Background: an optimization exercise with open tools, aiming at small area, a short achievable clock period and few clock cycles per item. Do not read the settings as production practice.
Only simulation tests tie the RTL to the original design; equivalence was not proved.
Power and IR drop assume default switching activity.

run C:
## bitmap_fit_allocator
module bitmap_fit_allocator (
  input  logic        clk,
  input  logic        rst,
  input  logic        req_valid,
  output logic        req_ready,
  input  logic        req_action,
  input  logic [1:0]  req_algorithm,
  input  logic [10:0] req_count,
  input  logic [9:0]  req_start,
  output logic        rsp_valid,
  input  logic        rsp_ready,
  output logic [1:0]  rsp_status,
  output logic [9:0]  rsp_start,
  output logic [10:0] rsp_count,
  output logic [10:0] rsp_free
);
For scale: about 13000 cells after synthesis, ~64 I/O pins, ~99000 sq um of cells after synthesis.
export LEC_CHECK = 0
export CAP_MARGIN = 20
export CORE_MARGIN = 2
export CORE_UTILIZATION = 40
export SETUP_SLACK_MARGIN = 5
export SLEW_MARGIN = 20
create_clock -name core_clock -period 15.0 [get_ports {clk}]
standard.sh (not shown) runs the stock make flow with config.mk's settings and CLKGATE_MAP_FILE= SYNTH_SCRIPT=/design/flow/synth_recipe.tcl, a recipe that flattens the netlist after the stock synthesis.
==> flow/flow/run.sh <==
#!/bin/bash
set -uo pipefail
WORK=$(pwd)
PLAT=${FLOW_PLATFORM:-sky130hd}
RES=orfs/results/$PLAT/bitmap_fit_allocator/base

# 1. The standard synthesis, in orfs/ where standard.sh keeps its results.
bash standard.sh synth > synth_standard.log 2>&1 || exit 1

# 2. The own synthesis, in orfs_own/, with a copy of ORFS's scripts whose abc
#    script is flow/abc_map.script.
rm -rf scripts_own
cp -r "$FLOW_HOME/scripts" scripts_own
cp flow/abc_map.script scripts_own/abc_speed.script
sed -e "s#WORK_HOME=[^ ]*#WORK_HOME=$WORK/orfs_own#" \
    -e "s#\"\${@:-finish}\"#ADDER_MAP_FILE= SCRIPTS_DIR=$WORK/scripts_own \"\${@:-finish}\"#" \
    standard.sh > standard_own.sh
RES_OWN=orfs_own/results/$PLAT/bitmap_fit_allocator/base
if bash standard_own.sh synth > synth_own.log 2>&1; then
  regs() {
    grep -oE 'sky130_fd_sc_hd__[a-z0-9]*df[a-z0-9]*_[0-9]+ +[^ (]+' "$1" | sort
  }
  regs $RES/1_2_yosys.v > regs_standard.txt
  regs $RES_OWN/1_2_yosys.v > regs_own.txt
  if [[ -s regs_standard.txt ]] && cmp -s regs_standard.txt regs_own.txt; then
    echo "registers match: using the own synthesis" > synth_choice.log
    for f in 1_2_yosys.v 1_2_yosys.sdc 1_synth.odb 1_synth.sdc; do
      cp $RES_OWN/$f $RES/$f
    done
  else
    echo "registers differ: using the standard synthesis" > synth_choice.log
    diff regs_standard.txt regs_own.txt >> synth_choice.log
  fi
else
  echo "own synthesis failed: using the standard synthesis" > synth_choice.log
fi

# 3. The rest of the standard flow, from the floorplan to the final DEF, with
#    the resizer aiming at REPAIR_MARGIN ns of setup slack (at the design's
#    clock period and constraints) instead of config.mk's SETUP_SLACK_MARGIN.
REPAIR_MARGIN=$(cat flow/repair_margin.txt)
sed -e "s#SETUP_SLACK_MARGIN=[^ ]*##" \
    -e "s#\"\${@:-finish}\"#SETUP_SLACK_MARGIN=$REPAIR_MARGIN \"\${@:-finish}\"#" \
    standard.sh > standard_layout.sh
bash standard_layout.sh > layout.log 2>&1
==> flow/flow/abc_map.script <==
strash
dch
map -B 0.9
topo
buffer
upsize
dnsize
==> flow/flow/repair_margin.txt <==
7.5
Run C has completed all stages; timing, DRC and antenna checks passed.
Testbench counts of run C, summed over its fixed seeds: cycles 15,290, items 3,200.
Edits applied to the flow inputs when going from run C to run D:
# run C
export LEC_CHECK = 0
export CAP_MARGIN = 20
export CORE_MARGIN = 2
export CORE_UTILIZATION = 40
export SETUP_SLACK_MARGIN = 5
export SLEW_MARGIN = 20
create_clock -name core_clock -period 15.0 [get_ports {clk}]
# run D
export LEC_CHECK = 0
export CAP_MARGIN = 20
export CORE_MARGIN = 2
export CORE_UTILIZATION = 50
export SETUP_SLACK_MARGIN = 5
export SLEW_MARGIN = 20
create_clock -name core_clock -period 15.0 [get_ports {clk}]
### Flow results
The proportion of power drawn by combinational gates reported for run D is smaller than that of run C by 0.4 points.
Global route total overflow: run C vs run D identical
Detailed-route wire length per cell went up by a few percent going from run C to run D.
Of run D and run C, run D shows the higher portion of the clock cycle consumed by the worst path in the final layout, with run C below it.
On run D: worst setup slack is 160 ps lower than what run C gave.
Across both runs, global routing met2 resource utilization was higher for run D than for run C.
Diff run C -> run D | depth of the most critical reg-to-reg path | decrease of 39
Pin count of the biggest net entering global routing came out higher on run D than on run C.

==> separate check: timing with driven ports <==
How much do the figures lean on ideal ports? The routed layouts below were timed once more, with nothing changed but the port constraints. Step 1 (the two cells are an assumption about what drives the block):
set clk [get_ports {clk}]
set_driving_cell -lib_cell sky130_fd_sc_hd__clkbuf_16 $clk
set_driving_cell -lib_cell sky130_fd_sc_hd__buf_2 [delete_from_list [all_inputs] $clk]
Step 2 also shifts input and output timing later by t, the mid clock arrival at the registers, as if the neighbouring blocks saw the same clock. Slacks: ideal / step 1 / step 2; pairs: ideal / step 1.
run | t, ns | setup slack, ns | worst data-port slew with drivers (ns)
run C | 0.931 | 7.719 / 7.719 / 7.685 | 0.07
run D | 0.925 | 7.563 / 7.563 / 7.563 | 0.05
After both steps every run listed still meets setup and hold. The setup slack of run C, which loses most, moves by 0.000 ns with the drivers and by -0.034 ns with both steps.
